What follows belongs to an exercise in optimizing a design on an open flow for small area and a short achievable clock period; a production flow would make more cautious choices.
At most, simulation tests tie the RTL to the original design; equivalence was not proved.
No functional check of the RTL was part of runs 7 and 8.
Power and IR drop assume default switching activity.

==> design/flow/design.v <==
package lsu_pkg;
    localparam int xlen = 32;
    localparam int mask_bits = 4;
    localparam int rob_id_bits = 4;
    localparam int pr_bits = 6;
    typedef enum logic [2:0] {
        load_f3_lb  = 3'b000,
        load_f3_lh  = 3'b001,
        load_f3_lw  = 3'b010,
        load_f3_lbu = 3'b100,
        load_f3_lhu = 3'b101
    } load_funct3_e;
    typedef union packed {
        logic [xlen-1:0]  word;
        logic [3:0][7:0]  bytes;
        logic [1:0][15:0] halves;
    } load_word_u;
endpackage
`timescale 1ns/1ps
module sb_xnor2 (input logic a, b, output logic y);
    assign y = ~(a ^ b);
endmodule
module sb_nand2 (input logic a, b, output logic y);
    assign y = ~(a & b);
endmodule
module sb_nand4 (input logic a, b, c, d, output logic y);
    assign y = ~(a & b & c & d);
endmodule
module sb_nor2 (input logic a, b, output logic y);
    assign y = ~(a | b);
endmodule
module sb_and2 (input logic a, b, output logic y);
    assign y = a & b;
endmodule
module sb_a22oi (input logic a1, a2, b1, b2, output logic y);
    assign y = ~((a1 & a2) | (b1 & b2));
endmodule
module sb_a21o (input logic a1, a2, b1, output logic y);
    assign y = (a1 & a2) | b1;
endmodule
module sb_a221o (input logic a1, a2, b1, b2, c1, output logic y);
    assign y = (a1 & a2) | (b1 & b2) | c1;
endmodule
module sb_o21a (input logic a1, a2, b1, output logic y);
    assign y = (a1 | a2) & b1;
endmodule
module sb_a22o (input logic a1, a2, b1, b2, output logic y);
    assign y = (a1 & a2) | (b1 & b2);
endmodule
module sb_nand3 (input logic a, b, c, output logic y);
    assign y = ~(a & b & c);
endmodule
module sb_a211o (input logic a1, a2, b1, c1, output logic y);
    assign y = (a1 & a2) | b1 | c1;
endmodule
`timescale 1ns/1ps
module sb_entry_cmp (
    input  logic [29:0] entry_addr,
    input  logic [29:0] addr,
    output logic        eq_c,
    output logic        eq_l
);
    logic [31:0] x;      
    logic [7:0]  g;      
    logic [3:0]  h;      
    logic [1:0]  k;      
    for (genvar j = 0; j < 30; j++) begin : g_bit
        sb_xnor2 i_x (.a(entry_addr[j]), .b(addr[j]), .y(x[j]));
    end
    assign x[31:30] = 2'b11;
    for (genvar j = 0; j < 8; j++) begin : g_g
        if (j < 7) begin : g_n4
            sb_nand4 i_g (.a(x[4*j]), .b(x[4*j+1]), .c(x[4*j+2]), .d(x[4*j+3]), .y(g[j]));
        end else begin : g_n2
            sb_nand2 i_g (.a(x[28]), .b(x[29]), .y(g[j]));
        end
    end
    for (genvar j = 0; j < 4; j++) begin : g_h
        sb_nor2 i_h (.a(g[2*j]), .b(g[2*j+1]), .y(h[j]));
    end
    for (genvar j = 0; j < 2; j++) begin : g_k
        sb_nand2 i_k (.a(h[2*j]), .b(h[2*j+1]), .y(k[j]));
    end
    sb_nor2 i_eq_c (.a(k[0]), .b(k[1]), .y(eq_c));
    sb_nor2 i_eq_l (.a(k[0]), .b(k[1]), .y(eq_l));
endmodule
module sb_cover #(
    parameter int sq_depth = 8
) (
    input  logic [sq_depth-1:0]      eq,
    input  logic [sq_depth-1:0][3:0] live,
    output logic [3:0]               none
);
    logic [3:0][7:0] u;      
    logic [3:0][1:0] p;      
    for (genvar b = 0; b < 4; b++) begin : g_lane
        for (genvar i = 0; i < 8; i++) begin : g_entry
            sb_nand2 i_u (.a(eq[i]), .b(live[i][b]), .y(u[b][i]));
        end
        sb_nand4 i_p0 (.a(u[b][0]), .b(u[b][1]), .c(u[b][2]), .d(u[b][3]), .y(p[b][0]));
        sb_nand4 i_p1 (.a(u[b][4]), .b(u[b][5]), .c(u[b][6]), .d(u[b][7]), .y(p[b][1]));
        sb_nor2  i_n  (.a(p[b][0]), .b(p[b][1]), .y(none[b]));
    end
endmodule
module sb_miss (
    input  logic [3:0] none,
    input  logic [3:0] load_mask,
    output logic       fwd_full,
    output logic       fwd_miss
);
    logic [1:0] r;       
    sb_a22oi i_r0 (.a1(load_mask[0]), .a2(none[0]), .b1(load_mask[1]), .b2(none[1]), .y(r[0]));
    sb_a22oi i_r1 (.a1(load_mask[2]), .a2(none[2]), .b1(load_mask[3]), .b2(none[3]), .y(r[1]));
    sb_nand2 i_miss (.a(r[0]), .b(r[1]), .y(fwd_miss));
    sb_and2  i_full (.a(r[0]), .b(r[1]), .y(fwd_full));
endmodule
`timescale 1ns/1ps
module dcache_arbiter #(
    parameter int aw = 30
) (
    input  logic          load_head,
    input  logic [3:0]    fwd_full,      
    input  logic [3:0]    fwd_miss,
    input  logic          busy,
    input  logic          sq_nonempty,
    input  logic [aw-1:0] load_addr,
    input  logic [3:0]    load_mask,
    input  logic [aw-1:0] head_addr,
    input  logic [3:0]    head_mask,
    output logic          load_req,
    output logic [aw-1:0] req_addr,
    output logic [3:0]    rmask,
    output logic [3:0]    wmask
);
    logic [aw-1:0] load_addr_q, head_addr_q;
    logic [3:0]    rmask_q, wmask_q;
    assign load_addr_q = load_addr & {aw{load_head}};
    assign head_addr_q = head_addr & {aw{!load_head}};
    assign rmask_q     = load_mask & {4{!busy && load_head}};
    assign wmask_q     = head_mask & {4{!busy && sq_nonempty}};
    sb_and2 i_req (.a(load_head), .b(fwd_miss[3]), .y(load_req));
    for (genvar k = 0; k < aw; k++) begin : g_addr
        sb_a221o i_a (.a1(load_addr_q[k]), .a2(fwd_miss[k/10]), .b1(head_addr[k]), .b2(fwd_full[k/10]),
                      .c1(head_addr_q[k]), .y(req_addr[k]));
    end
    for (genvar k = 0; k < 4; k++) begin : g_mask
        sb_and2 i_r (.a(rmask_q[k]), .b(fwd_miss[3]), .y(rmask[k]));
        sb_o21a i_w (.a1(!load_head), .a2(fwd_full[3]), .b1(wmask_q[k]), .y(wmask[k]));
    end
endmodule
`timescale 1ns/1ps
module sb_lane #(
    parameter int sq_depth = 8
) (
    input  logic [sq_depth-1:0]      eq,
    input  logic [sq_depth-1:0]      live,
    input  logic [sq_depth-1:0][7:0] data,
    input  logic [7:0]               cache,
    input  logic                     cache_sel,
    output logic [7:0]               merged
);
    logic [1:0][sq_depth-1:0] hit;
    for (genvar i = 0; i < sq_depth; i++) begin : g_hit
        sb_and2 i_h0 (.a(eq[i]), .b(live[i]), .y(hit[0][i]));
        sb_and2 i_h1 (.a(eq[i]), .b(live[i]), .y(hit[1][i]));
    end
    for (genvar k = 0; k < 8; k++) begin : g_bit
        logic [7:0] n;
        logic [1:0] p;
        for (genvar i = 0; i < 8; i++) begin : g_entry
            sb_nand2 i_n (.a(data[i][k]), .b(hit[k/4][i]), .y(n[i]));
        end
        sb_nand4 i_p0 (.a(n[0]), .b(n[1]), .c(n[2]), .d(n[3]), .y(p[0]));
        sb_nand4 i_p1 (.a(n[4]), .b(n[5]), .c(n[6]), .d(n[7]), .y(p[1]));
        sb_a211o i_m  (.a1(cache[k]), .a2(cache_sel), .b1(p[0]), .c1(p[1]), .y(merged[k]));
    end
endmodule
module sb_ext (
    input  logic [3:0] top_bits,
    input  logic [3:0] sel,
    output logic       ext
);
    assign ext = |(top_bits & sel);
endmodule
module load_align #(
    parameter int sq_depth = 8
) (
    input  logic [sq_depth-1:0]       eq,
    input  logic [sq_depth-1:0][3:0]  live,
    input  logic [sq_depth-1:0][31:0] data,
    input  logic [31:0]               cache_rdata,
    input  logic [3:0]                cache_sel,
    input  logic [1:0]                addr_low,
    input  logic [2:0]                funct3,
    output logic [31:0]               result
);
    logic [31:0] merged;
    logic [3:0][sq_depth-1:0]      lane_live;
    logic [3:0][sq_depth-1:0][7:0] lane_data;
    for (genvar b = 0; b < 4; b++) begin : g_lane
        for (genvar i = 0; i < sq_depth; i++) begin : g_entry
            assign lane_live[b][i] = live[i][b];
            assign lane_data[b][i] = data[i][8*b +: 8];
        end
        sb_lane #(.sq_depth(sq_depth)) i_lane (
            .eq      (eq),
            .live    (lane_live[b]),
            .data    (lane_data[b]),
            .cache   (cache_rdata[8*b +: 8]),
            .cache_sel (cache_sel[b]),
            .merged  (merged[8*b +: 8])
        );
    end
    logic is_word, is_half, is_byte, sign_ext;
    logic [1:0] lo_sel, sign_lane;
    logic [3:0] lo_oh, sign_sel;
    logic       s1, s3, sx;
    assign is_word   = funct3[1];
    assign is_half   = !funct3[1] && funct3[0];
    assign is_byte   = !funct3[1] && !funct3[0];
    assign sign_ext  = !funct3[2];
    assign lo_sel    = is_word ? 2'b00 : (is_half ? {addr_low[1], 1'b0} : addr_low);
    assign lo_oh     = 4'b0001 << lo_sel;
    assign sign_lane = is_half ? {addr_low[1], 1'b1} : lo_sel;
    assign sign_sel  = (sign_ext && !is_word) ? (4'b0001 << sign_lane) : 4'b0000;
    assign s1        = is_word || (is_half && !addr_low[1]);
    assign s3        = is_half && addr_low[1];
    assign sx        = is_byte;
    logic [3:1] ext;
    for (genvar k = 1; k < 4; k++) begin : g_ext
        sb_ext i_ext (
            .top_bits ({merged[31], merged[23], merged[15], merged[7]}),
            .sel      (sign_sel),
            .ext      (ext[k])
        );
    end
    for (genvar k = 0; k < 8; k++) begin : g_res
        logic [3:0] t;
        for (genvar l = 0; l < 4; l++) begin : g_lo
            sb_nand2 i_t (.a(lo_oh[l]), .b(merged[8*l+k]), .y(t[l]));
        end
        sb_nand4 i_r0 (.a(t[0]), .b(t[1]), .c(t[2]), .d(t[3]), .y(result[k]));
        logic u0, u1, u2;
        sb_nand2 i_u0 (.a(s1), .b(merged[8+k]),  .y(u0));
        sb_nand2 i_u1 (.a(s3), .b(merged[24+k]), .y(u1));
        sb_nand2 i_u2 (.a(sx), .b(ext[1]),       .y(u2));
        sb_nand3 i_r1 (.a(u0), .b(u1), .c(u2), .y(result[8+k]));
        sb_a22o  i_r2 (.a1(is_word), .a2(merged[16+k]), .b1(!is_word), .b2(ext[2]), .y(result[16+k]));
        sb_a22o  i_r3 (.a1(is_word), .a2(merged[24+k]), .b1(!is_word), .b2(ext[3]), .y(result[24+k]));
    end
endmodule
`timescale 1ns/1ps
module store_buffer #(
    parameter int sq_depth = 8
) (
    input  logic                            clk,
    input  logic                            rst,
    input  logic                            rob_flush,
    input  logic                            lsq_valid,
    input  logic                            lsq_ready,
    input  logic                            lsq_is_load,
    input  logic [lsu_pkg::xlen-1:0]        lsq_addr,
    input  logic [lsu_pkg::mask_bits-1:0]   lsq_mask,
    input  logic [lsu_pkg::xlen-1:0]        lsq_wdata,
    input  lsu_pkg::load_funct3_e           lsq_funct3,
    input  logic [lsu_pkg::rob_id_bits-1:0] lsq_rob_id,
    input  logic [lsu_pkg::pr_bits-1:0]     lsq_pr_dest,
    input  logic [lsu_pkg::rob_id_bits-1:0] rob_head_id,
    output logic                            lsq_dequeue,
    output logic [lsu_pkg::xlen-1:0]        dcache_addr,
    output logic [lsu_pkg::mask_bits-1:0]   dcache_rmask,
    output logic [lsu_pkg::mask_bits-1:0]   dcache_wmask,
    output logic [lsu_pkg::xlen-1:0]        dcache_wdata,
    input  logic [lsu_pkg::xlen-1:0]        dcache_rdata,
    input  logic                            dcache_resp,
    output logic                            cdb_valid,
    output logic [lsu_pkg::rob_id_bits-1:0] cdb_rob_id,
    output logic [lsu_pkg::pr_bits-1:0]     cdb_pr_dest,
    output logic [lsu_pkg::xlen-1:0]        cdb_result,
    output logic                            store_done
);
    localparam int aw       = lsu_pkg::xlen - 2;
    logic [sq_depth-1:0][aw-1:0] q_addr;
    logic [sq_depth-1:0][3:0]    q_mask;
    logic [sq_depth-1:0][31:0]   q_data;
    logic [sq_depth-1:0][3:0]    q_live;
    logic [sq_depth-1:0]         q_valid;    
    logic [sq_depth-1:0]         head_oh;    
    logic busy;         
    logic busy_load;    
    logic stale;        
    logic sq_full, sq_nonempty;
    assign sq_full     = q_valid[sq_depth-1];
    assign sq_nonempty = q_valid[0];
    assign head_oh     = q_valid & ~(q_valid >> 1);
    logic head_ok, is_store, store_accept, load_head;
    assign head_ok      = lsq_valid && lsq_ready;
    assign is_store     = head_ok && !lsq_is_load;
    assign load_head    = head_ok && lsq_is_load;
    assign store_accept = is_store && (lsq_rob_id == rob_head_id) && !sq_full;
    logic [sq_depth-1:0]      eq_c, eq_l;
    logic [sq_depth-1:0][3:0] vlive;
    logic [4:0]               fwd_full, fwd_miss;     
    logic [3:0]               fwd_none;
    for (genvar i = 0; i < sq_depth; i++) begin : g_entry
        sb_entry_cmp i_cmp (
            .entry_addr (q_addr[i]),
            .addr       (lsq_addr[lsu_pkg::xlen-1:2]),
            .eq_c       (eq_c[i]),
            .eq_l       (eq_l[i])
        );
        assign vlive[i] = q_live[i] & {4{q_valid[i]}};
    end
    sb_cover #(.sq_depth(sq_depth)) i_cover (
        .eq   (eq_c),
        .live (vlive),
        .none (fwd_none)
    );
    for (genvar c = 0; c < 5; c++) begin : g_miss
        sb_miss i_miss (
            .none      (fwd_none),
            .load_mask (lsq_mask),
            .fwd_full  (fwd_full[c]),
            .fwd_miss  (fwd_miss[c])
        );
    end
    logic load_req, issue_load, issue_store, resp_ok;
    logic [aw-1:0] req_addr;
    assign issue_load  = !busy && load_req;
    assign issue_store = !busy && !load_req && sq_nonempty;
    assign resp_ok     = busy && dcache_resp && !stale;
    logic sq_pop;
    assign sq_pop = resp_ok && !busy_load;
    always_ff @(posedge clk) begin
        if (rst) begin
            busy <= 1'b0;
        end else if (!busy) begin
            busy <= issue_load || issue_store;
        end else if (dcache_resp) begin
            busy <= 1'b0;
        end
    end
    logic [3:0] none_q;
    always_ff @(posedge clk) begin
        if (!busy) begin
            busy_load <= load_req;
            none_q    <= fwd_none;
        end
    end
    always_ff @(posedge clk) begin
        if (rst) begin
            stale <= 1'b0;
        end else if (rob_flush) begin
            stale <= 1'b1;
        end else if (dcache_resp) begin
            stale <= 1'b0;
        end
    end
    logic [aw-1:0] head_addr;
    logic [3:0]    head_mask;
    logic [31:0]   head_data;
    always_comb begin
        head_addr = '0;
        head_mask = '0;
        head_data = '0;
        for (int i = 0; i < sq_depth; i++) begin
            if (head_oh[i]) begin
                head_addr = head_addr | q_addr[i];
                head_mask = head_mask | q_mask[i];
                head_data = head_data | q_data[i];
            end
        end
    end
    dcache_arbiter #(.aw(aw)) i_arb (
        .load_head   (load_head),
        .fwd_full    (fwd_full[3:0]),
        .fwd_miss    (fwd_miss[3:0]),
        .busy        (busy),
        .sq_nonempty (sq_nonempty),
        .load_addr   (lsq_addr[lsu_pkg::xlen-1:2]),
        .load_mask   (lsq_mask),
        .head_addr   (head_addr),
        .head_mask   (head_mask),
        .load_req    (load_req),
        .req_addr    (req_addr),
        .rmask       (dcache_rmask),
        .wmask       (dcache_wmask)
    );
    assign dcache_addr  = {req_addr, 2'b00};
    assign dcache_wdata = head_data;
    always_ff @(posedge clk) begin
        if (rst) begin
            q_valid <= '0;
        end else begin
            case ({store_accept, sq_pop})
                2'b10:   q_valid <= {q_valid[sq_depth-2:0], 1'b1};
                2'b01:   q_valid <= q_valid >> 1;
                default: q_valid <= q_valid;
            endcase
        end
    end
    always_ff @(posedge clk) begin
        if (store_accept) begin
            q_addr[0] <= lsq_addr[lsu_pkg::xlen-1:2];
            q_mask[0] <= lsq_mask;
            q_data[0] <= lsq_wdata;
            q_live[0] <= lsq_mask;
            for (int i = 1; i < sq_depth; i++) begin
                q_addr[i] <= q_addr[i-1];
                q_mask[i] <= q_mask[i-1];
                q_data[i] <= q_data[i-1];
                q_live[i] <= q_live[i-1] & ~({4{eq_l[i-1]}} & lsq_mask);
            end
        end
    end
    load_align #(.sq_depth(sq_depth)) i_align (
        .eq          (eq_l),
        .live        (vlive),
        .data        (q_data),
        .cache_rdata (dcache_rdata),
        .cache_sel   (none_q & {4{resp_ok && busy_load}}),
        .addr_low    (lsq_addr[1:0]),
        .funct3      (lsq_funct3),
        .result      (cdb_result)
    );
    assign cdb_valid   = (load_head && fwd_full[4]) || (resp_ok && busy_load);
    assign cdb_rob_id  = lsq_rob_id;
    assign cdb_pr_dest = lsq_pr_dest;
    assign store_done  = store_accept;
    assign lsq_dequeue = store_accept || cdb_valid;
endmodule
==> design/flow/flow/run.sh <==
#!/bin/bash
# Layout: the standard flow with two changes to how cells are picked.
#  - The port buffers use the smallest buffer cell instead of the one
#    buffer_ports picks by itself; timing repair resizes the critical ones.
#  - Slow wide OR/NOR cells (three or four series PMOS) are added to the
#    platform's don't-use list, so mapping and repair build the wide ORs of
#    the forwarding logic from NAND/AOI stages instead.
set -euo pipefail
export BUFFER_PORTS_ARGS="-buffer_cell sky130_fd_sc_hd__buf_1"
plat=$(make -s -C "$FLOW_HOME" DESIGN_CONFIG="$PWD/config.mk" WORK_HOME="$PWD/orfs" \
       print-DONT_USE_CELLS 2> print_dont_use.log | sed -n 's/^DONT_USE_CELLS: //p')
slow=""
for c in or3_1 or3_2 or3_4 or3b_1 or3b_2 or3b_4 or4_1 or4_2 or4_4 or4b_1 or4b_2 or4b_4 \
         or4bb_1 or4bb_2 or4bb_4 nor4_1 nor4_2 nor4_4 nor4b_1 nor4b_2 nor4b_4 nor4bb_1 \
         nor4bb_2 nor4bb_4 a2111o_1 a2111o_2 a2111o_4 a2111oi_0 a2111oi_1 a2111oi_2 \
         a2111oi_4 o2111a_1 o2111a_2 o2111a_4 o2111ai_1 o2111ai_2 o2111ai_4; do
  slow="$slow sky130_fd_sc_hd__$c"
done
echo "DONT_USE_CELLS=$plat$slow" > dont_use.txt
bash standard.sh "DONT_USE_CELLS=$plat$slow" synth > synth.log 2>&1
bash standard.sh "DONT_USE_CELLS=$plat$slow" finish > layout.log 2>&1
==> design/flow/standard.sh <==
#!/bin/bash
# synth_recipe.tcl (not shown) runs the flow's synth.tcl, then flattens the netlist and writes it again
# the make line also repeats each setting of config.mk as NAME=value (left out here)
make -C /OpenROAD-flow-scripts/flow DESIGN_CONFIG=/design/flow/config.mk WORK_HOME=/design/flow/orfs CLKGATE_MAP_FILE= SYNTH_SCRIPT=/design/flow/synth_recipe.tcl "${@:-finish}"
==> design/flow/config.mk <==
export PLATFORM = sky130hd
export DESIGN_NAME = store_buffer
export DESIGN_NICKNAME = store_buffer
export VERILOG_FILES = /design/flow/design.v
export SDC_FILE = /design/flow/constraint.sdc
export NUM_CORES = 4
export LEC_CHECK = 0
export CAP_MARGIN = 20
export CORE_MARGIN = 2
export CORE_UTILIZATION = 35
export CTS_BUF_LIST = sky130_fd_sc_hd__clkbuf_16
export CTS_CLUSTER_DIAMETER = 80
export CTS_CLUSTER_SIZE = 25
export PLACE_DENSITY = 0.5
export SETUP_SLACK_MARGIN = 4
export SLEW_MARGIN = 20
export SYNTH_HIERARCHICAL = 1
export TNS_END_PERCENT = 2
==> design/flow/constraint.sdc <==
create_clock -name core_clock -period 10.0 [get_ports {clk}]
set_input_delay 2.0000 -clock core_clock [delete_from_list [all_inputs] [get_ports {clk}]]
set_output_delay 2.0000 -clock core_clock [all_outputs]
set_load 0.01 [all_outputs]
==> impl_metrics.toml, run 1 <==
[run_status]
outcome = "complete, no violations"

[worst_setup_path]
crit_arrival_ns = 4.49
critPathLaunchType = "input pin"
worstPathRequired_ns = 8.00
reg2regPathDepth = 4
critPathSlowestCell = "and2_1"
rr_endpoint = "q_data[0]"
critPathBufInv = 3
crit_family = "simple AND/OR/NAND/NOR gates"
critPathKind = "input pin to output port"
max_stage_delay_ns = 0.27
r2r_slack_ns = 6.28
cp_max_fo = 10
cp.depth = 14
worstPathCellList = "buf_6, xnor2_1, nand4_1, nor2_2, nand2_2, nor2_4, clkbuf_4, and2_1, nand2_1, nand4_1, a211o_1, nand2_1, nand4_1, buf_1"
r2r_start = "q_valid[7]"
cp-end-kind = "output port"
cpMostUsedCell = "nand4_1"

[floorplanning]
die_h_um = 284
die_x_um = 284
io_pins = 241
start_util_pct = 35.4
coreArea_mm2 = 0.0776
fp-row-count = 102
die_area_mm2 = 0.0807

[timing]
setup_violations = 0
finalCritPeriodShare_pct = 64.9
relSlewSlack_pct = 21.8
skew_ns = 0.0435
slew_violations = 0
fin_tns_setup_ns = 0
finalCriticalPeriod_ns = 6.49
report.final.hold_viol_count = 0
tightest_slew_ns = 1.17
max_freq_ghz = 0.154
rsz0062_at_grt = "yes"

[cts]
clkTransAtPathRegs_ns = 0.10
clock_path_buffers = 3
htree_levels = 2
clkLatencyLatePin_ns = 0.61
tritoncts = "yes"
cts_buffers = 37
clockRootBuffer = "clkbuf_16"
cts.sinks = 571

[pwr]
swShare_pct = 23.9
vdd_drop_max_uv = 102
p_seq_share_pct = 56.3
p_clk_share_pct = 37.7
internal_power_uw = 3530
combPwrFrac_pct = 6.1
switchingPower_uw = 1110
p_per_area_mw_per_mm2 = 144
p_leak_uw = 0.0103

[yosys]
syn_area_mm2 = 0.0275
yosysWarnings = 7
postSynthAreaPerCell_um2 = 12.6
synth_cells = 2175

[grt]
antenna_found_initial = 4
grt_first_pass_wirelength_um = 136000
grt_pass1_vias = 19900
grt_max_degree = 167
grt_use_total_pct = 22.4
grt-ovfl-total = 0

[cells_and_area]
multiInputGateArea_mm2 = 0.0110
area_delta_synth_final_pct = 17.4
finalNonFillerCells = 3468
fillerInstances = 7411
design_area_mm2 = 0.0322
drive_gt1_share_pct = 15.8
regArea_mm2 = 0.0171
final_common_cell = "edfxtp_1"
final_cell_mix = "561 x edfxtp_1, 355 x nand2_1, 220 x a22oi_1"
nNetsFinal = 2526

[placed_design]
dpl_cell_area_mm2 = 0.0293
hpwl_um = 61300
gp_congestion = 0.861
port_buffers = 226
dp_cells = 3380

[routing]
detail_route.vias_per_cell = 5.82
ant_nets = 0
drt-pass1-iter-count = 6
drt-initial-drc-count = 2087
vias = 20200
wire_per_inst_um = 27.2
routed_wl_um = 94300
drc_errors = 0

[worst_hold_path]
holdPathEnd = "q_mask[16]"
hold_path.class = "register to register"
holdPathStages = 0
hold_start = "q_mask[12]"

[run]
max-cap-violations = 0
## area by class of cell
class / instances / area share, %
timing repair buffer: 269 / 4.71
clock inverter: 25 / 1.06
antenna: 3 / 0.0233
multi-input combinational: 1515 / 34.2
clock buffer: 38 / 2.95
sequential: 571 / 52.9
inverter: 7 / 0.0854
tap: 1040 / 4.04
## how the worst max path moves through the flow
stage                        start  slack, ns               to
floorplan           rob_head_id[3]       1.68       store_done
global placement      lsq_addr[17]       2.31   cdb_result[23]
detailed placement    lsq_addr[17]       2.23   cdb_result[28]
CTS                   lsq_addr[17]       3.60  dcache_addr[22]
global route          lsq_addr[20]       3.48  dcache_addr[22]
finish                lsq_addr[13]       3.51    cdb_result[3]
## power groups by stage
stage	combinational (uW)	sequential (uW)	clock [uW]
floorplan	136	2660	0
global placement	241	2660	0
detailed placement	241	2660	0
CTS	276	2610	1790
global route	298	2610	1860
finish	282	2610	1750
## state kept, by name (all words and copies together), names as in the netlist
register,flops
busy_load,1
q_valid,8
stale,1
busy,1
q_mask,32
q_data,256
none_q,4
q_live,28
q_addr,240
## repair_timing
action	CTS	global route
gates cloned	2	1
setup buffers	16	3
setup endpoints to repair	72	72
hold buffers	0	0
pin swaps	89	47
gates resized for setup	301	50
endpoints found under the hold margin	0	0
## through the flow
step | util (%) | worst slack [ns] | hold slack (ns) | power [uW]
floorplan | - | 1.68 | 0.427 | 2800
global placement | 37.8 | 2.31 | 0.432 | 2910
finish | 41.5 | 3.51 | 0.429 | 4640
global route | 41.5 | 3.48 | 0.448 | 4770
detailed placement | 37.8 | 2.23 | 0.435 | 2910
CTS | 41.2 | 3.60 | 0.423 | 4680
## per-layer routing
layer  routed length [um]  GRT usage, %  vias up
li1                     -             -     8825
met1                40200          30.9    10300
met2                44500          36.7      928
met3                 6630          3.13      171
met4                 2970          6.99        2
met5                   16             0        -
## worst reg2reg max path: stages, from the launching register on
cell     delay, ns
dfxtp_4       0.53
nor2_1        0.28
and4_4        0.74
buf_4         0.86
buf_12        0.68
==> inputs of run 2 (changes only) <==
--- a/design/flow/config.mk
+++ b/design/flow/config.mk
@@ -14,3 +14,3 @@
 export PLACE_DENSITY = 0.5
-export SETUP_SLACK_MARGIN = 4
+export SETUP_SLACK_MARGIN = 3.6
 export SLEW_MARGIN = 20
==> run 2 against run 1 <==
  * Highest routed layer unchanged
  * Via count up 0.25%
  * Die area did not move
  * Register-to-register slack lost 0.02 ns
  * Worst hold slack gained 0.0033 ns
==> impl_metrics.toml, run 2 <==
[run_status]
outcome = "complete, no violations"

[routing]
vias = 20200
drc_errors = 0
drt-pass1-iter-count = 6
route.layer.met1.wl_um = 39600
detail_route.vias_per_cell = 5.83
wire_per_inst_um = 27.2
top_layer = "met5"
wl_met2_um = 44100
drt-initial-drc-count = 2222
ant_nets = 0
route.met3.wl_um = 7300
routed_wl_um = 94200

[floorplanning]
die_x_um = 284
start_util_pct = 35.4
die_h_um = 284
coreArea_mm2 = 0.0776
fp-row-count = 102
io_pins = 241
die_area_mm2 = 0.0807

[cts]
clock_path_buffers = 3
postCtsHoldBufs = 0
cts_buffers = 37
htree_levels = 2
tritoncts = "yes"
clockRootBuffer = "clkbuf_16"
clkLatencyLatePin_ns = 0.61
clkTransAtPathRegs_ns = 0.10
cts.sinks = 571

[cells_and_area]
final_common_cell = "edfxtp_1"
drive_gt1_share_pct = 15.0
fillerInstances = 7430
nNetsFinal = 2525
area_delta_synth_final_pct = 16.6
final_cell_mix = "561 x edfxtp_1, 355 x nand2_1, 220 x a22oi_1"
regMostFlops = "q_data"
finalNonFillerCells = 3467
largest_register_ffs = 256
design_area_mm2 = 0.0320
reg.largest.list = "q_data x256, q_addr x240, q_mask x32"

[worst_setup_path]
critPathCapture = "cdb_result[5]"
critPathKind = "input pin to output port"
rr_endpoint = "q_addr[140]"
r2r_slack_ns = 6.26
crit_arrival_ns = 4.47
startpoint = "lsq_addr[12]"
cp-end-kind = "output port"
worstPathRequired_ns = 8.00
r2r_start = "q_valid[7]"
cp_max_fo = 10
critPathLaunchType = "input pin"
reg2regPathDepth = 4

[placed_design]
dp_cells = 3380
dpl_cell_area_mm2 = 0.0293
gp_congestion = 0.861
port_buffers = 226
hpwl_um = 61300

[grt]
grt_use_total_pct = 22.3
grt_first_pass_wirelength_um = 135000
grt_pass1_vias = 19900
antenna_found_initial = 4
grt-ovfl-total = 0
grt_max_degree = 167

[timing]
rsz0062_at_grt = "yes"
finalCritPeriodShare_pct = 64.7
report.final.hold_viol_count = 0
setup_violations = 0
skew_ns = 0.0399
relSlewSlack_pct = 20.0
slew_violations = 0
fin_tns_setup_ns = 0
max_freq_ghz = 0.155
whs_ns = 0.432
finalCriticalPeriod_ns = 6.47
tightest_slew_ns = 1.20

[yosys]
synth_cells = 2175
postSynthAreaPerCell_um2 = 12.6
syn_area_mm2 = 0.0275
yosysWarnings = 7

[pwr]
p_leak_uw = 0.0102
total_power_uw = 4630
p_per_area_mw_per_mm2 = 145
vdd_drop_max_uv = 104

[run]
max-cap-violations = 0

[worst_hold_path]
hold_path.class = "register to register"
holdPathStages = 0
hold_start = "q_mask[12]"
[run 2: what timing repair did]
item | in CTS | in global routing
pin swaps | 65 | 44
setup endpoints to repair | 72 | 68
gates resized for setup | 246 | 69
buffers inserted | 13 | 5
cloned | 2 | 1
[run 2: report_power, final]
group	switching [uW]	total, uW	internal [uW]
sequential	10.5	2610	2600
combinational	167	275	109
clock	926	1740	816
[run 2: worst min-delay path by stage]
stage            endpoint
3_5_place_dp   q_mask[14]
5_1_grt        q_mask[24]
4_1_cts        q_mask[16]
6_report       q_mask[16]
3_3_place_gp   q_mask[16]
2_1_floorplan  q_mask[10]
[run 2: cell type report]
class	count	area (um^2)	share of cell area [%]
multi-input cells	1515	10900	33.9
clock inverters	25	343	1.07
flip-flops and latches	571	17100	53.3
diodes	3	7.51	0.0234
clock buffers	38	951	2.97
repair buffers	268	1480	4.62
well taps	1040	1300	4.06
inverters	7	27.5	0.0860
[run 2: through the flow]
stage / util [%] / setup WS, ns
floorplan: - / 1.68
finish: 41.3 / 3.53
global route: 41.3 / 3.46
global placement: 37.8 / 2.31
detailed placement: 37.8 / 2.23
CTS: 40.8 / 3.57
[run 2: layer usage]
metal	up-vias	global-route usage, %
met5	-	0
met4	2	6.91
met3	177	2.94
met2	1021	36.5
met1	10200	30.9
li1	8818	-
[run 2: critical path, cell delays in order]
cell     delay, ns
buf_6         0.14
xnor2_1       0.17
nand4_1       0.21
nor2_2        0.26
nand2_2       0.13
nor2_4        0.22
buf_6         0.19
and2_2        0.22
nand2_1       0.07
nand4_1       0.07
a211o_1       0.37
nand2_1       0.10
nand4_1       0.13
buf_1         0.18
==> inputs of run 3 (changes only) <==
--- a/design/flow/config.mk
+++ b/design/flow/config.mk
@@ -11,6 +11,6 @@
 export CTS_BUF_LIST = sky130_fd_sc_hd__clkbuf_16
-export CTS_CLUSTER_DIAMETER = 80
+export CTS_CLUSTER_DIAMETER = 120
 export CTS_CLUSTER_SIZE = 25
 export PLACE_DENSITY = 0.5
-export SETUP_SLACK_MARGIN = 3.6
+export SETUP_SLACK_MARGIN = 3.2
 export SLEW_MARGIN = 20
==> run 3 against run 2 <==
  * Total power decreased by 9.8%
  * Setup slack got worse by 0.28 ns
  * Cell count shrank 0.89%
  * Worst hold slack improved by 0.032 ns
  * Largest cell class unchanged
==> impl_metrics.toml, run 3 <==
[yosys]
postSynthAreaPerCell_um2 = 12.6
yosysWarnings = 7
syn_area_mm2 = 0.0275
synth_cells = 2175

[placed_design]
hpwl_um = 61300
port_buffers = 226
gp_congestion = 0.861
dp_slack_ns = 2.23

[timing]
relSlewSlack_pct = 21.3
fin_tns_setup_ns = 0
slew_violations = 0
worst_slack_ns = 3.25
finalCriticalPeriod_ns = 6.75
tightest_slew_ns = 1.18
finalCritPeriodShare_pct = 67.5
skew_ns = 0.0302
max_freq_ghz = 0.148
report.final.hold_viol_count = 0
setup_violations = 0
rsz0062_at_grt = "yes"

[cells_and_area]
final_common_cell = "edfxtp_1"
multiInputGateArea_mm2 = 0.0100
regMostFlops = "q_data"
final_cell_mix = "561 x edfxtp_1, 366 x nand2_1, 240 x xnor2_1"
largest_register_ffs = 256
reg.largest.list = "q_data x256, q_addr x240, q_mask x32"
drive_gt1_share_pct = 7.86
area_delta_synth_final_pct = 10.6
fillerInstances = 7599
nNetsFinal = 2497
regArea_mm2 = 0.0171
final_core_util_pct = 39.1

[pwr]
p_per_area_mw_per_mm2 = 138
total_power_uw = 4180
p_leak_uw = 0.00936
vdd_drop_max_uv = 120

[floorplanning]
io_pins = 241
die_area_mm2 = 0.0807
die_x_um = 284
start_util_pct = 35.4
coreArea_mm2 = 0.0776
fp-row-count = 102
die_h_um = 284

[grt]
grt_use_total_pct = 22.0
antenna_found_initial = 5
grt-ovfl-total = 0
grt_max_degree = 167
grt_first_pass_wirelength_um = 134000
grt_pass1_vias = 19600

[worst_setup_path]
critPathLaunchType = "input pin"
critPathKind = "input pin to output port"
r2r_slack_ns = 6.30
cp-end-kind = "output port"
worstPathRequired_ns = 8.00
cp_max_fo = 10
crit_arrival_ns = 4.75

[routing]
drt-initial-drc-count = 2325
detail_route.vias_per_cell = 5.78
ant_nets = 0
wire_per_inst_um = 27.0
routed_wl_um = 92700
drc_errors = 0
vias = 19900
drt-pass1-iter-count = 6

[cts]
clkLatencyLatePin_ns = 0.63
clockRootBuffer = "clkbuf_16"
cts_buffers = 27
clkTransAtPathRegs_ns = 0.10
tritoncts = "yes"
htree_levels = 1
clock_path_buffers = 3
cts.sinks = 571

[run]
max-cap-violations = 0

[run_status]
outcome = "complete, no violations"

[worst_hold_path]
hold_path.class = "register to register"
[run 3: critical path, cell delays in order]
cell	delay, ns
buf_2	0.19
xnor2_1	0.26
nand4_1	0.20
nor2_2	0.26
nand2_2	0.18
nor2_4	0.21
nand2_1	0.08
nand4_1	0.18
nor2_2	0.12
a22oi_2	0.29
nand2_4	0.20
a221o_1	0.41
buf_1	0.16
[run 3: timing repair]
item,4_1_cts,5_1_grt
gates resized for setup,66,24
hold buffers,0,0
setup endpoints to repair,72,58
pin swaps,1,1
setup buffers,2,1
[run 3: cell type report]
cell class,count,share of cell area (%)
diodes,3,0.0247
clock inverters,22,0.375
clock buffers,28,2.31
multi-input cells,1513,33.1
repair buffers,252,3.72
well taps,1040,4.28
inverters,7,0.0906
flip-flops and latches,571,56.1
[run 3: worst paths after layout]
kind | start | cells after the start | end
worst max-delay path | lsq_addr[17] | 13 | dcache_addr[30]
worst min-delay path | q_mask[12] | 0 | q_mask[16]
worst max register to register | q_valid[7] | 4 | q_addr[144]
worst min register to register | q_mask[12] | 0 | q_mask[16]
[run 3: metrics by stage]
| step | hold WS, ns | area, um^2 | cells |
|---|---|---|---|
| after floorplan | 0.427 | 27500 | 2176 |
| after global placement | 0.432 | 29300 | 3380 |
| after detailed placement | 0.435 | 29300 | 3380 |
| after CTS | 0.460 | 30300 | 3432 |
| after global routing | 0.476 | 30400 | 3435 |
| final | 0.465 | 30400 | 3436 |
[run 3: per-layer routing]
layer | share of wire, % | wire (um) | global-route usage, %
met2 | 47 | 43800 | 36.1
met4 | 2.7 | 2490 | 5.97
met5 | 0.022 | 20 | 0
met3 | 6.7 | 6240 | 2.46
met1 | 43 | 40100 | 30.9
[run 3: power breakdown]
group          leakage [uW]  internal (uW)  switching, uW  total (uW)
Clock              0.000463            519            801        1320
Sequential          0.00513           2600           10.2        2610
Combinational       0.00377           88.4            158         246
Total               0.00936           3210            969        4180
==> inputs of run 4 (changes only) <==
--- a/design/flow/config.mk
+++ b/design/flow/config.mk
@@ -10,5 +10,5 @@
 export CORE_UTILIZATION = 35
-export CTS_BUF_LIST = sky130_fd_sc_hd__clkbuf_16
-export CTS_CLUSTER_DIAMETER = 120
-export CTS_CLUSTER_SIZE = 25
+export CTS_BUF_LIST = sky130_fd_sc_hd__clkbuf_8
+export CTS_CLUSTER_DIAMETER = 50
+export CTS_CLUSTER_SIZE = 14
 export PLACE_DENSITY = 0.5
==> run 4 against run 3 <==
  * Count of clock-buffer cells in the layout rose by 56
  * Setup slack worse by 0.0054 ns
  * Combinational power is essentially flat
  * Still clean on timing, DRC and antenna
  * Wire length up 1.2%
  * Area after synthesis unchanged
  * Clock power grew 57%
  * Synthesized cell count unchanged
  * First-iteration DRC count shrank 9.3%
  * Die area unchanged
  * Sequential cell count is the same
  * Clock skew is 0.0049 ns higher
  * Cell count increased by 2.9%
==> impl_metrics.toml, run 4 <==
[run_status]
outcome = "complete, no violations"

[cts]
clkTransAtPathRegs_ns = 0.08
cts_buffers = 82
postCtsHoldBufs = 0
tritoncts = "yes"
clockRootBuffer = "clkbuf_8"
clock_path_buffers = 3
clkLatencyLatePin_ns = 0.69
htree_levels = 3
cts.sinks = 571

[run]
max-cap-violations = 0

[worst_setup_path]
worstPathCellList = "buf_2, xnor2_1, nand4_1, nor2_2, nand2_2, nor2_4, nand2_1, nand4_1, nor2_2, a22oi_2, nand2_4, a221o_1, buf_1"
critPathLaunchType = "input pin"
critPathSlowestCell = "a221o_1"
crit_family = "simple AND/OR/NAND/NOR gates"
crit_arrival_ns = 4.76
worstPathRequired_ns = 8.00
max_stage_delay_ns = 0.42
cp_max_fo = 10
cp-end-kind = "output port"
critPathKind = "input pin to output port"
critPathBufInv = 2

[yosys]
synth_cells = 2175
yosysWarnings = 7
postSynthAreaPerCell_um2 = 12.6
syn_area_mm2 = 0.0275

[placed_design]
gp_congestion = 0.861
hpwl_um = 61300
port_buffers = 226

[routing]
vias = 20400
drt-initial-drc-count = 2108
ant_nets = 0
wire_per_inst_um = 26.5
detail_route.vias_per_cell = 5.76
drt-pass1-iter-count = 7
drc_errors = 0
routed_wl_um = 93800

[floorplanning]
coreArea_mm2 = 0.0776
die_x_um = 284
io_pins = 241
fp-row-count = 102
die_h_um = 284
start_util_pct = 35.4
die_area_mm2 = 0.0807

[grt]
grt_first_pass_wirelength_um = 136000
grt_use_total_pct = 22.4
grt-ovfl-total = 0
antenna_found_initial = 6
grt_max_degree = 167
grt_pass1_vias = 20100

[cells_and_area]
final_common_cell = "edfxtp_1"
drive_gt1_share_pct = 11.8
regArea_mm2 = 0.0171
regMostFlops = "q_data"
final_core_util_pct = 40.4
area_delta_synth_final_pct = 14.2
fillerInstances = 7533
nNetsFinal = 2552
multiInputGateArea_mm2 = 0.0100
final_cell_mix = "561 x edfxtp_1, 366 x nand2_1, 240 x xnor2_1"
reg.largest.list = "q_data x256, q_addr x240, q_mask x32"
largest_register_ffs = 256

[timing]
report.final.hold_viol_count = 0
fin_tns_setup_ns = 0
skew_ns = 0.0350
finalCriticalPeriod_ns = 6.76
tightest_slew_ns = 1.19
setup_violations = 0
finalCritPeriodShare_pct = 67.6
max_freq_ghz = 0.148
slew_violations = 0
relSlewSlack_pct = 20.3
rsz0062_at_grt = "yes"

[pwr]
p_per_area_mw_per_mm2 = 157
p_leak_uw = 0.00979
vdd_drop_max_uv = 87.7

[worst_hold_path]
hold_path.class = "register to register"
[run 4: cell types whose count changed in the layout (fill, tap and decap cells not counted), moves of 6 or more]
cell / change
clkbuf_8: +84
clkbuf_16: -28
inv_1: -17
inv_6: +15
clkinv_1: +11
clkinvlp_4: +10
clkinv_4: +8
bufinv_16: +6
clkinv_2: +6
inv_8: +6
[run 4: power by group]
| group | total [uW] | internal, uW | switching, uW |
|---|---|---|---|
| logic | 246 | 88.4 | 158 |
| registers | 2610 | 2600 | 10.2 |
| clock network | 2070 | 999 | 1070 |
| total | 4930 | 3690 | 1240 |
[run 4: per-layer routing]
metal	part of all wire (%)	track usage (%)	vias to the layer above
met1	43	30.8	10300
met2	47	36.1	961
met3	6.9	3.21	192
li1	-	-	8905
met5	0.025	0	-
met4	3.0	7.97	4
[run 4: final cells by class]
type                       instances  area share (%)
sequential                       571            54.4
inverter                           7          0.0878
clock inverter                    66            2.01
clock buffer                      84            3.69
tap                             1040            4.15
antenna                            4          0.0319
multi-input combinational       1513            32.0
timing repair buffer             252            3.61
[run 4: worst paths after layout]
| kind | from | end | slack, ns | cells after the start |
|---|---|---|---|---|
| min reg2reg | q_mask[12] | q_mask[16] | 0.45 | 0 |
| max | lsq_addr[17] | dcache_addr[30] | 3.24 | 13 |
| min | q_mask[12] | q_mask[16] | 0.45 | 0 |
| max reg2reg | q_valid[7] | q_data[2] | 6.25 | 4 |
[run 4: repair_timing]
action | in CTS | in global routing
resized for setup | 65 | 24
pin swaps | 1 | 1
buffers inserted | 2 | 1
setup endpoints to repair | 72 | 58
[run 4: metrics by stage]
stage | hold WS, ns | cell area, um^2 | power, uW | setup slack (ns) | cells
CTS | 0.438 | 31200 | 4990 | 3.16 | 3532
finish | 0.445 | 31300 | 4930 | 3.24 | 3537
global placement | 0.432 | 29300 | 2910 | 2.31 | 3380
global route | 0.468 | 31300 | 5090 | 3.12 | 3536
floorplan | 0.427 | 27500 | 2800 | 1.68 | 2176
detailed placement | 0.435 | 29300 | 2910 | 2.23 | 3380
==> inputs of run 5 (changes only) <==
--- a/design/flow/config.mk
+++ b/design/flow/config.mk
@@ -10,7 +10,7 @@
 export CORE_UTILIZATION = 35
-export CTS_BUF_LIST = sky130_fd_sc_hd__clkbuf_8
-export CTS_CLUSTER_DIAMETER = 50
-export CTS_CLUSTER_SIZE = 14
+export CTS_BUF_LIST = sky130_fd_sc_hd__clkbuf_16
+export CTS_CLUSTER_DIAMETER = 120
+export CTS_CLUSTER_SIZE = 25
 export PLACE_DENSITY = 0.5
-export SETUP_SLACK_MARGIN = 3.2
+export SETUP_SLACK_MARGIN = 3.4
 export SLEW_MARGIN = 20
==> run 5 against run 4 <==
  * Setup slack better by 0.18 ns
  * Synthesized cell count did not move
  * Clock skew shrank 0.0024 ns
  * Global-route usage down 0.39 points
  * Cell count shrank 2.5%
  * Maximum frequency is 2.7% higher
  * Via count decreased by 1.7%
  * Sequential share of layout area down 0.19 points
  * Largest cell class unchanged
  * First-iteration DRC count increased by 5.8%
  * Still clean
==> impl_metrics.toml, run 5 <==
[worst_setup_path]
reg2regPathDepth = 4
crit_arrival_ns = 4.58
worstPathRequired_ns = 8.00
critPathSlowestCell = "a221o_1"
critPathLaunchType = "input pin"
max_stage_delay_ns = 0.41
cp-end-kind = "output port"
r2r_start = "q_valid[7]"
worstPathCellList = "buf_6, xnor2_2, nand4_1, nor2_2, nand2_2, nor2_4, nand2_1, nand4_1, nor2_4, a22oi_2, buf_4, nand2_4, a221o_1, buf_2"
r2r_slack_ns = 6.29
cp_max_fo = 10
critPathKind = "input pin to output port"
rr_endpoint = "q_addr[204]"

[worst_hold_path]
holdPathEnd = "q_mask[16]"
hold_start = "q_mask[12]"
holdPathStages = 0
hold_path.class = "register to register"

[routing]
drt-initial-drc-count = 2230
detail_route.vias_per_cell = 5.81
drt-pass1-iter-count = 6
ant_nets = 0
wire_per_inst_um = 27.2
vias = 20000
routed_wl_um = 93800
drc_errors = 0

[timing]
max_freq_ghz = 0.152
fin_tns_setup_ns = 0
skew_ns = 0.0327
whs_ns = 0.463
slew_violations = 0
setup_violations = 0
tightest_slew_ns = 1.19
report.final.hold_viol_count = 0
relSlewSlack_pct = 20.4
finalCritPeriodShare_pct = 65.8
rsz0062_at_grt = "no"
finalCriticalPeriod_ns = 6.58

[yosys]
yosysWarnings = 7
postSynthAreaPerCell_um2 = 12.6
syn_area_mm2 = 0.0275
synth_cells = 2175

[placed_design]
gp_congestion = 0.861
dpl_cell_area_mm2 = 0.0293
hpwl_um = 61300
port_buffers = 226

[cells_and_area]
regMostFlops = "q_data"
drive_gt1_share_pct = 14.0
final_cell_mix = "561 x edfxtp_1, 355 x nand2_1, 221 x a22oi_1"
design_area_mm2 = 0.0314
reg.largest.list = "q_data x256, q_addr x240, q_mask x32"
largest_register_ffs = 256
area_delta_synth_final_pct = 14.6
final_core_util_pct = 40.5
nNetsFinal = 2511
final_common_cell = "edfxtp_1"

[floorplanning]
die_h_um = 284
die_area_mm2 = 0.0807
die_x_um = 284
io_pins = 241
coreArea_mm2 = 0.0776
fp-row-count = 102
start_util_pct = 35.4

[grt]
grt_max_degree = 167
grt_first_pass_wirelength_um = 134000
grt_pass1_vias = 19600
grt-ovfl-total = 0
grt_use_total_pct = 22.0
antenna_found_initial = 4

[pwr]
p_leak_uw = 0.0100
total_power_uw = 4200
p_per_area_mw_per_mm2 = 134
vdd_drop_max_uv = 121

[cts]
cts.sinks = 571
cts_buffers = 27
htree_levels = 1
clockRootBuffer = "clkbuf_16"
postCtsHoldBufs = 0
tritoncts = "yes"
clock_path_buffers = 3
clkTransAtPathRegs_ns = 0.10
clkLatencyLatePin_ns = 0.63

[run]
max-cap-violations = 0

[run_status]
outcome = "complete, no violations"
-- run 5: critical path, delay by kind of cell --
family / cells / cell delay, ns
buf+inv: 3 / 0.49
xor+xnor: 1 / 0.19
compound gates: 2 / 0.69
simple gates: 8 / 1.18
-- run 5: worst max path at each step --
stage	to	slack [ns]	start
after global placement	cdb_result[23]	2.31	lsq_addr[17]
after global routing	cdb_result[9]	3.36	lsq_addr[5]
after CTS	dcache_addr[30]	3.38	lsq_addr[17]
after detailed placement	cdb_result[28]	2.23	lsq_addr[17]
final	dcache_addr[30]	3.42	lsq_addr[15]
after floorplan	store_done	1.68	rob_head_id[3]
-- run 5: layer usage --
metal / global-route usage [%] / share of wire, % / up-vias
met5: 0 / 0.017 / -
met4: 5.88 / 2.9 / 2
met3: 2.43 / 7.1 / 151
met2: 36.3 / 47 / 921
met1: 30.9 / 43 / 10200
li1: - / - / 8772
-- run 5: cell type report --
class                      count  area, um^2
tap                         1040        1300
sequential                   571       17100
clock inverter                22         114
multi-input combinational   1515       10900
inverter                       7        27.5
clock buffer                  28         701
timing repair buffer         264        1350
antenna                        3        7.51
fill                        7502       46100
-- run 5: timing repair --
item	4_1_cts	5_1_grt
setup buffers	4	10
setup endpoints to repair	72	66
cloned	0	3
resized for setup	104	199
pin swaps	5	68
-- run 5: per-stage QoR --
step                instances  setup WS, ns
floorplan                2176          1.68
global placement         3380          2.31
detailed placement       3380          2.23
CTS                      3434          3.38
global route             3449          3.36
finish                   3450          3.42
-- run 5: report_power, final --
part / leakage [uW] / internal, uW / switching (uW)
clock: 0.000463 / 519 / 802
combinational: 0.00441 / 106 / 167
sequential: 0.00513 / 2600 / 10.6
==> inputs of run 6 (changes only) <==
--- a/design/flow/config.mk
+++ b/design/flow/config.mk
@@ -11,6 +11,6 @@
 export CTS_BUF_LIST = sky130_fd_sc_hd__clkbuf_16
-export CTS_CLUSTER_DIAMETER = 120
+export CTS_CLUSTER_DIAMETER = 80
 export CTS_CLUSTER_SIZE = 25
 export PLACE_DENSITY = 0.5
-export SETUP_SLACK_MARGIN = 3.4
+export SETUP_SLACK_MARGIN = 3.2
 export SLEW_MARGIN = 20
==> run 6 against run 5 <==
  * Area after synthesis unchanged
  * Die area stayed put
  * Utilization is 0.77 points lower
  * Count of clock-buffer cells in the layout increased by 10
  * Worst hold slack worse by 0.032 ns
==> impl_metrics.toml, run 6 <==
[worst_setup_path]
critPathLaunchType = "input pin"
worstPathRequired_ns = 8.00
cp_max_fo = 10
worstPathCellList = "buf_2, xnor2_1, nand4_1, nor2_2, nand2_2, nor2_4, nand2_1, nand4_1, nor2_2, a22oi_2, nand2_4, a221o_1, buf_1"
critPathSlowestCell = "a221o_1"
critPathBufInv = 2
critPathKind = "input pin to output port"
cp-end-kind = "output port"
max_stage_delay_ns = 0.41
crit_family = "simple AND/OR/NAND/NOR gates"
crit_arrival_ns = 4.73

[pwr]
swShare_pct = 23.9
internal_power_uw = 3500
p_seq_share_pct = 56.7
combPwrFrac_pct = 5.3
p_leak_uw = 0.00952
p_per_area_mw_per_mm2 = 149
p_clk_share_pct = 37.9
vdd_drop_max_uv = 103
switchingPower_uw = 1100

[yosys]
postSynthAreaPerCell_um2 = 12.6
yosysWarnings = 7
syn_area_mm2 = 0.0275
synth_cells = 2175

[timing]
tightest_slew_ns = 1.19
finalCritPeriodShare_pct = 67.3
fin_tns_setup_ns = 0
skew_ns = 0.0400
finalCriticalPeriod_ns = 6.73
report.final.hold_viol_count = 0
setup_violations = 0
max_freq_ghz = 0.149
rsz0062_at_grt = "yes"
relSlewSlack_pct = 20.2
slew_violations = 0

[routing]
routed_wl_um = 93000
vias = 20000
drt-initial-drc-count = 2086
detail_route.vias_per_cell = 5.80
wire_per_inst_um = 27.0
drc_errors = 0
ant_nets = 0
drt-pass1-iter-count = 6

[cts]
htree_levels = 2
cts.sinks = 571
clockRootBuffer = "clkbuf_16"
clkLatencyLatePin_ns = 0.61
cts_buffers = 37
clock_path_buffers = 3
clkTransAtPathRegs_ns = 0.10
tritoncts = "yes"

[floorplanning]
die_h_um = 284
die_area_mm2 = 0.0807
io_pins = 241
start_util_pct = 35.4
coreArea_mm2 = 0.0776
die_x_um = 284
fp-row-count = 102

[cells_and_area]
nNetsFinal = 2507
final_cell_mix = "561 x edfxtp_1, 366 x nand2_1, 240 x xnor2_1"
drive_gt1_share_pct = 9.06
finalNonFillerCells = 3449
largest_register_ffs = 256
area_delta_synth_final_pct = 12.4
reg.largest.list = "q_data x256, q_addr x240, q_mask x32"
regMostFlops = "q_data"
final_common_cell = "edfxtp_1"

[grt]
grt_max_degree = 167
grt-ovfl-total = 0
antenna_found_initial = 5
grt_first_pass_wirelength_um = 134000
grt_use_total_pct = 22.1
grt_pass1_vias = 19600

[run_status]
outcome = "complete, no violations"

[placed_design]
gp_congestion = 0.861
port_buffers = 226
dp_cells = 3380
hpwl_um = 61300

[run]
max-cap-violations = 0

[worst_hold_path]
hold_path.class = "register to register"
[run 6: changes by cell type in the layout (fill, tap and decap cells not counted), moves of 18 or more]
cell	before	now
xnor2_2	77	1
buf_4	40	22
inv_1	24	6
nor2_2	28	10
nor2_1	23	49
xnor2_1	160	240
buf_2	4	30
[run 6: worst register-to-register path: stages, from the launching register on]
cell,delay [ns]
dfxtp_4,0.53
nor2_1,0.29
and4_4,0.73
buf_4,0.85
buf_12,0.62
[run 6: final timing paths]
path	end	slack, ns	depth (start not counted)	start
max	dcache_addr[30]	3.27	13	lsq_addr[17]
min	q_mask[16]	0.43	0	q_mask[12]
max reg2reg	q_addr[140]	6.23	4	q_valid[7]
min reg2reg	q_mask[16]	0.43	0	q_mask[12]
[run 6: routing by layer]
| layer | up-vias | part of all wire (%) | track usage [%] |
|---|---|---|---|
| met5 | - | 0.025 | 0 |
| met4 | 4 | 2.7 | 6.32 |
| met3 | 159 | 6.9 | 2.82 |
| met2 | 898 | 47 | 36.2 |
| met1 | 10200 | 43 | 30.8 |
| li1 | 8767 | - | - |
[run 6: repair_timing]
action / in CTS / in global routing
gates cloned: 0 / 0
pin swaps: 1 / 1
setup endpoints to repair: 72 / 57
hold buffers: 0 / 0
resized for setup: 65 / 25
setup buffers: 2 / 1
[run 6: per-stage QoR]
stage | util [%] | instance area (um^2) | hold WS, ns | worst slack, ns | power (uW)
2_1_floorplan | - | 27500 | 0.427 | 1.68 | 2800
3_3_place_gp | 37.8 | 29300 | 0.432 | 2.31 | 2910
3_5_place_dp | 37.8 | 29300 | 0.435 | 2.23 | 2910
4_1_cts | 39.6 | 30800 | 0.423 | 3.16 | 4650
5_1_grt | 39.8 | 30800 | 0.448 | 3.13 | 4730
6_report | 39.8 | 30900 | 0.432 | 3.27 | 4600
[run 6: cell type report]
type / count / area, um^2
Timing Repair Buffer: 252 / 1130
Clock inverter: 25 / 343
Multi-Input combinational cell: 1513 / 10000
Tap cell: 1040 / 1300
Fill cell: 7559 / 46700
Antenna cell: 3 / 7.51
Clock buffer: 38 / 951
Sequential cell: 571 / 17100
Inverter: 7 / 27.5
[run 6: power groups by stage]
stage | Sequential [uW] | Combinational (uW) | Clock (uW)
global route | 2610 | 263 | 1860
finish | 2610 | 246 | 1750
detailed placement | 2660 | 241 | 0
global placement | 2660 | 241 | 0
CTS | 2610 | 246 | 1790
floorplan | 2660 | 136 | 0
==> inputs of run 7 (changes only) <==
--- a/design/flow/design.v
+++ b/design/flow/design.v
@@ -134,12 +134,14 @@
 );
-    logic [aw-1:0] load_addr_q, head_addr_q;
-    logic [3:0]    rmask_q, wmask_q;
-    assign load_addr_q = load_addr & {aw{load_head}};
-    assign head_addr_q = head_addr & {aw{!load_head}};
-    assign rmask_q     = load_mask & {4{!busy && load_head}};
-    assign wmask_q     = head_mask & {4{!busy && sq_nonempty}};
-    sb_and2 i_req (.a(load_head), .b(fwd_miss[3]), .y(load_req));
+    logic [3:0] sel_load, sel_head;    
+    logic [3:0] rmask_q, wmask_q;
+    assign rmask_q = load_mask & {4{!busy && load_head}};
+    assign wmask_q = head_mask & {4{!busy && sq_nonempty}};
+    for (genvar c = 0; c < 4; c++) begin : g_sel
+        sb_and2  i_l (.a(load_head), .b(fwd_miss[c]), .y(sel_load[c]));
+        sb_nand2 i_h (.a(load_head), .b(fwd_miss[c]), .y(sel_head[c]));
+    end
+    assign load_req = sel_load[3];
     for (genvar k = 0; k < aw; k++) begin : g_addr
-        sb_a221o i_a (.a1(load_addr_q[k]), .a2(fwd_miss[k/10]), .b1(head_addr[k]), .b2(fwd_full[k/10]),
-                      .c1(head_addr_q[k]), .y(req_addr[k]));
+        sb_a22o i_a (.a1(load_addr[k]), .a2(sel_load[k/10]), .b1(head_addr[k]), .b2(sel_head[k/10]),
+                     .y(req_addr[k]));
     end
--- a/design/flow/config.mk
+++ b/design/flow/config.mk
@@ -11,6 +11,6 @@
 export CTS_BUF_LIST = sky130_fd_sc_hd__clkbuf_16
-export CTS_CLUSTER_DIAMETER = 80
+export CTS_CLUSTER_DIAMETER = 120
 export CTS_CLUSTER_SIZE = 25
 export PLACE_DENSITY = 0.5
-export SETUP_SLACK_MARGIN = 3.2
+export SETUP_SLACK_MARGIN = 3.4
 export SLEW_MARGIN = 20
==> run 7 against run 6 <==
  * Via count down 2.3%
  * Critical endpoint is now cdb_result[14]
  * Die area decreased by 1.8%
  * Global-route usage is essentially flat
  * First-iteration DRC count rose by 12%
  * Sequential cell count unchanged
  * Sequential share of layout area is 1.0 points higher
  * Sequential power hardly changed
==> impl_metrics.toml, run 7 <==
[cells_and_area]
drive_gt1_share_pct = 9.85
fillerInstances = 7347
final_common_cell = "edfxtp_1"
area_delta_synth_final_pct = 12.3
final_cell_mix = "561 x edfxtp_1, 361 x nand2_1, 231 x xnor2_1"
reg.largest.list = "q_data x256, q_addr x240, q_mask x32"
design_area_mm2 = 0.0303
final_core_util_pct = 39.8
nNetsFinal = 2449
largest_register_ffs = 256
finalNonFillerCells = 3377
regMostFlops = "q_data"

[cts]
clockRootBuffer = "clkbuf_16"
postCtsHoldBufs = 0
clock_path_buffers = 3
clkTransAtPathRegs_ns = 0.11
cts_buffers = 26
htree_levels = 1
clkLatencyLatePin_ns = 0.62
tritoncts = "yes"
cts.sinks = 571

[timing]
max_freq_ghz = 0.151
report.final.hold_viol_count = 0
relSlewSlack_pct = 13.9
skew_ns = 0.0213
setup_violations = 0
finalCriticalPeriod_ns = 6.61
rsz0062_at_grt = "yes"
slew_violations = 0
tightest_slew_ns = 1.29
finalCritPeriodShare_pct = 66.1
fin_tns_setup_ns = 0

[placed_design]
gp_congestion = 0.866
dpl_cell_area_mm2 = 0.0289
dp_cells = 3312
hpwl_um = 59800
port_buffers = 226

[run_status]
outcome = "complete, no violations"

[routing]
drc_errors = 0
vias = 19500
detail_route.vias_per_cell = 5.79
drt-pass1-iter-count = 6
ant_nets = 0
wire_per_inst_um = 26.9
routed_wl_um = 91000
drt-initial-drc-count = 2327

[grt]
grt_pass1_vias = 19000
grt_first_pass_wirelength_um = 130000
grt_max_degree = 192
grt_use_total_pct = 22.1
grt-ovfl-total = 0
antenna_found_initial = 6

[worst_setup_path]
crit_arrival_ns = 4.61
rr_endpoint = "busy"
reg2regPathDepth = 10
cp-end-kind = "output port"
r2r_start = "q_valid[0]"
critPathLaunchType = "input pin"
worstPathRequired_ns = 8.00
critPathKind = "input pin to output port"
r2r_slack_ns = 6.75
cp_max_fo = 12

[floorplanning]
die_h_um = 282
fp-row-count = 101
coreArea_mm2 = 0.0761
die_area_mm2 = 0.0793
io_pins = 241
start_util_pct = 35.4
die_x_um = 282

[worst_hold_path]
hold_path.class = "register to register"
hold_start = "q_mask[5]"
holdPathStages = 0
holdPathEnd = "q_mask[9]"

[yosys]
syn_area_mm2 = 0.0270
yosysWarnings = 7
synth_cells = 2111
postSynthAreaPerCell_um2 = 12.8

[pwr]
p_per_area_mw_per_mm2 = 137
p_leak_uw = 0.00935
vdd_drop_max_uv = 119

[run]
max-cap-violations = 0
[run 7: changes by cell type in the layout (fill, tap and decap cells not counted), sizes merged]
| cell | before | now |
|---|---|---|
| buf | 252 | 235 |
| a221o | 30 | 0 |
| clkbuf | 38 | 54 |
| nor2b | 37 | 7 |
| a22o | 16 | 46 |
| clkinvlp | 4 | 0 |
| and2 | 141 | 111 |
| clkinv | 11 | 1 |
| nand2 | 376 | 379 |
| inv | 14 | 26 |
| bufinv | 3 | 1 |
[run 7: routing by layer]
layer	global-route usage [%]	up-vias	routed length, um	share of wire (%)
li1	-	8547	-	-
met1	31.7	9967	39600	44
met2	35.6	904	42700	47
met3	2.84	123	6580	7.2
met4	5.43	4	2070	2.3
met5	0	-	30	0.033
[run 7: cell type report]
cell class                 instances  area [um^2]  share of cell area [%]
multi-input combinational       1456         9790                    32.3
timing repair buffer             262         1330                    4.40
tap                             1030         1290                    4.26
inverter                           7         27.5                  0.0909
antenna                            3         7.51                  0.0248
clock buffer                      27          676                    2.23
sequential                       571        17100                    56.3
clock inverter                    21          105                   0.347
[run 7: metrics by stage]
stage | total power (uW) | hold slack [ns] | setup slack [ns]
floorplan | 2790 | 0.427 | 1.68
global placement | 2900 | 0.432 | 2.09
detailed placement | 2900 | 0.436 | 2.22
CTS | 4190 | 0.457 | 3.36
global route | 4280 | 0.477 | 3.33
finish | 4150 | 0.453 | 3.39
[run 7: worst max-delay path by stage]
stage / startpoint / slack [ns] / to / cells past startpoint
detailed placement: lsq_addr[13] / 2.22 / cdb_result[14] / 15
global route: lsq_addr[22] / 3.33 / cdb_result[28] / 15
floorplan: rob_head_id[3] / 1.68 / store_done / 3
CTS: lsq_addr[27] / 3.36 / dcache_addr[10] / 14
finish: lsq_addr[12] / 3.39 / cdb_result[14] / 16
global placement: lsq_addr[7] / 2.09 / cdb_result[11] / 15
[run 7: worst max-delay path, stage by stage]
cell and delay [ns]:
buf_4 0.17, xnor2_1 0.25, nand4_1 0.22, nor2_1 0.23
nand2_2 0.15, nor2_4 0.15, buf_12 0.14, and2_1 0.27
nand2_1 0.08, nand4_1 0.11, a211o_4 0.20, a22oi_1 0.11
nand2_2 0.17, nand2_1 0.09, nand3_1 0.11, clkbuf_2 0.14
[run 7: timing repair]
item	4_1_cts	5_1_grt
gates cloned	0	1
pin swaps	7	19
setup buffers	12	1
setup endpoints to repair	72	68
gates resized for setup	97	85
[run 7: power by group]
| part | switching (uW) | internal, uW |
|---|---|---|
| Clock | 781 | 521 |
| Combinational | 154 | 87.8 |
| Sequential | 9.74 | 2600 |
==> inputs of run 8 (changes only) <==
--- a/design/flow/config.mk
+++ b/design/flow/config.mk
@@ -14,3 +14,3 @@
 export PLACE_DENSITY = 0.5
-export SETUP_SLACK_MARGIN = 3.4
+export SETUP_SLACK_MARGIN = 3.8
 export SLEW_MARGIN = 20
==> run 8 against run 7 <==
  * Count of clock-buffer cells in the layout is the same
  * Clock power is essentially flat
  * Utilization grew 1.1 points
  * Sequential power is essentially flat
  * Largest cell class unchanged
  * Global-route usage grew 0.36 points
  * First-iteration DRC count shrank 5.5%
  * Critical path depth is the same
  * Worst hold slack gained 0.0016 ns
  * Via count grew 0.99%
==> impl_metrics.toml, run 8 <==
[run_status]
outcome = "complete, no violations"

[cts]
clock_path_buffers = 3
cts_buffers = 26
tritoncts = "yes"
clkTransAtPathRegs_ns = 0.12
htree_levels = 1
postCtsHoldBufs = 0
clkLatencyLatePin_ns = 0.62
cts.sinks = 571
clockRootBuffer = "clkbuf_16"

[timing]
report.final.hold_viol_count = 0
fin_tns_setup_ns = 0
max_freq_ghz = 0.155
finalCriticalPeriod_ns = 6.43
relSlewSlack_pct = 24.1
tightest_slew_ns = 1.14
setup_violations = 0
skew_ns = 0.0215
slew_violations = 0
finalCritPeriodShare_pct = 64.3
rsz0062_at_grt = "yes"
worst_slack_ns = 3.57

[floorplanning]
coreArea_mm2 = 0.0761
fp-row-count = 101
die_x_um = 282
io_pins = 241
die_area_mm2 = 0.0793
die_h_um = 282
start_util_pct = 35.4

[yosys]
yosysWarnings = 7
syn_area_mm2 = 0.0270
postSynthAreaPerCell_um2 = 12.8
synth_cells = 2111

[cells_and_area]
largest_register_ffs = 256
drive_gt1_share_pct = 14.0
regArea_mm2 = 0.0171
final_cell_mix = "561 x edfxtp_1, 351 x nand2_1, 220 x a22oi_1"
regMostFlops = "q_data"
reg.largest.list = "q_data x256, q_addr x240, q_mask x32"
design_area_mm2 = 0.0311
fillerInstances = 7258
multiInputGateArea_mm2 = 0.0103
nNetsFinal = 2464
area_delta_synth_final_pct = 15.4
final_core_util_pct = 40.9
final_common_cell = "edfxtp_1"

[worst_setup_path]
worstPathCellList = "buf_12, xnor2_1, nand4_1, nor2_2, nand2_2, nor2_4, buf_12, and2_1, nand2_1, nand4_1, a211o_4, a22oi_2, nand2_4, nand2_1, nand3_1, buf_2"
critPathLaunchType = "input pin"
cp-end-kind = "output port"
critPathKind = "input pin to output port"
critPathSlowestCell = "a211o_4"
max_stage_delay_ns = 0.38
cp_max_fo = 12
worstPathRequired_ns = 8.00
crit_arrival_ns = 4.43

[pwr]
p_per_area_mw_per_mm2 = 134
vdd_drop_max_uv = 120
p_leak_uw = 0.00981

[grt]
grt_first_pass_wirelength_um = 133000
grt_max_degree = 192
grt-ovfl-total = 0
grt_use_total_pct = 22.5
antenna_found_initial = 6
grt_pass1_vias = 19300

[routing]
ant_nets = 0
drc_errors = 0
drt-pass1-iter-count = 5
wire_per_inst_um = 27.2
detail_route.vias_per_cell = 5.82
vias = 19700
drt-initial-drc-count = 2200
routed_wl_um = 92100

[placed_design]
dpl_cell_area_mm2 = 0.0289
hpwl_um = 59800
dp_slack_ns = 2.22
port_buffers = 226
gp_congestion = 0.866

[worst_hold_path]
hold_path.class = "register to register"

[run]
max-cap-violations = 0
==> run 8: area by class of cell <==
type                       instances  area share [%]
antenna                            2          0.0161
clock buffer                      27            2.17
clock inverter                    21           0.338
inverter                           7          0.0885
multi-input combinational       1457            33.2
sequential                       571            54.8
tap                             1030            4.14
timing repair buffer             276            5.22
==> run 8: worst paths after layout <==
kind | start | end | slack [ns] | cells after the start
max reg2reg | q_valid[0] | busy | 6.69 | 10
max | lsq_addr[12] | cdb_result[13] | 3.57 | 16
min reg2reg | q_mask[22] | q_mask[26] | 0.45 | 0
min | q_mask[22] | q_mask[26] | 0.45 | 0
==> run 8: stage by stage <==
step | power, uW | cells | hold slack (ns)
global placement | 2900 | 3311 | 0.432
CTS | 4210 | 3386 | 0.457
floorplan | 2790 | 2112 | 0.427
detailed placement | 2900 | 3312 | 0.436
global route | 4310 | 3390 | 0.477
finish | 4170 | 3391 | 0.455
==> run 8: report_power, final <==
| part | internal, uW | total (uW) | switching (uW) |
|---|---|---|---|
| clock | 521 | 1300 | 781 |
| combinational | 103 | 263 | 160 |
| sequential | 2600 | 2610 | 9.92 |
| total | 3220 | 4170 | 951 |
==> run 8: worst max-delay path, delay by kind of cell <==
family | cells | cell delay, ns
AND/OR/NAND/NOR | 10 | 1.23
AO/OA/AOI/OAI | 2 | 0.61
buffers and inverters | 3 | 0.42
XOR/XNOR | 1 | 0.15
==> run 8: metal layers <==
metal  up-vias  track usage [%]  part of all wire [%]  routed length [um]
li1       8588                -                     -                   -
met1     10000             32.0                    43               39600
met2       956             36.3                    47               43100
met3       151             2.79                   7.4                6850
met4         6             5.88                   2.6                2410
met5         -                0                 0.040                  37
==> run 8: what timing repair did <==
| action | CTS | global route |
|---|---|---|
| gates resized for setup | 285 | 62 |
| endpoints found under the setup margin | 72 | 72 |
| cloned | 3 | 1 |
| buffers inserted | 23 | 2 |
| pin swaps | 71 | 52 |

[separate check: timing with driven ports]
Ports are ideal in the flow. The routed layouts listed here were re-timed in OpenROAD. Step 1 sets driving cells, clkbuf_16 on the clock port and buf_2 on the other inputs (assumed; they add their load-dependent delay and slew). Step 2, shift: input delay + t, output delay - t, t = (earliest + latest rising clock arrival at the registers) / 2. This alone moves slack from input paths to output paths. Three values: ideal ports, drivers, drivers and shift; two values: the first two.
| run | t, ns | slack for setup (ns) | worst setup path after step 2 |
|---|---|---|---|
| run 1 | 0.648 | 3.510 / 3.473 / 3.473 | input to output |
| run 2 | 0.659 | 3.530 / 3.487 / 3.487 | input to output |
| run 3 | 0.683 | 3.248 / 3.229 / 3.229 | input to output |
| run 4 | 0.737 | 3.242 / 3.223 / 3.223 | input to output |
| run 5 | 0.678 | 3.421 / 3.367 / 3.367 | input to output |
| run 6 | 0.651 | 3.269 / 3.243 / 3.243 | input to output |
| run 7 | 0.669 | 3.393 / 3.371 / 3.371 | input to output |
| run 8 | 0.672 | 3.567 / 3.511 / 3.511 | input to output |
After both steps every run listed still meets setup and hold. The setup slack of run 8, which loses most, moves by -0.056 ns with the drivers and by -0.056 ns with both steps.
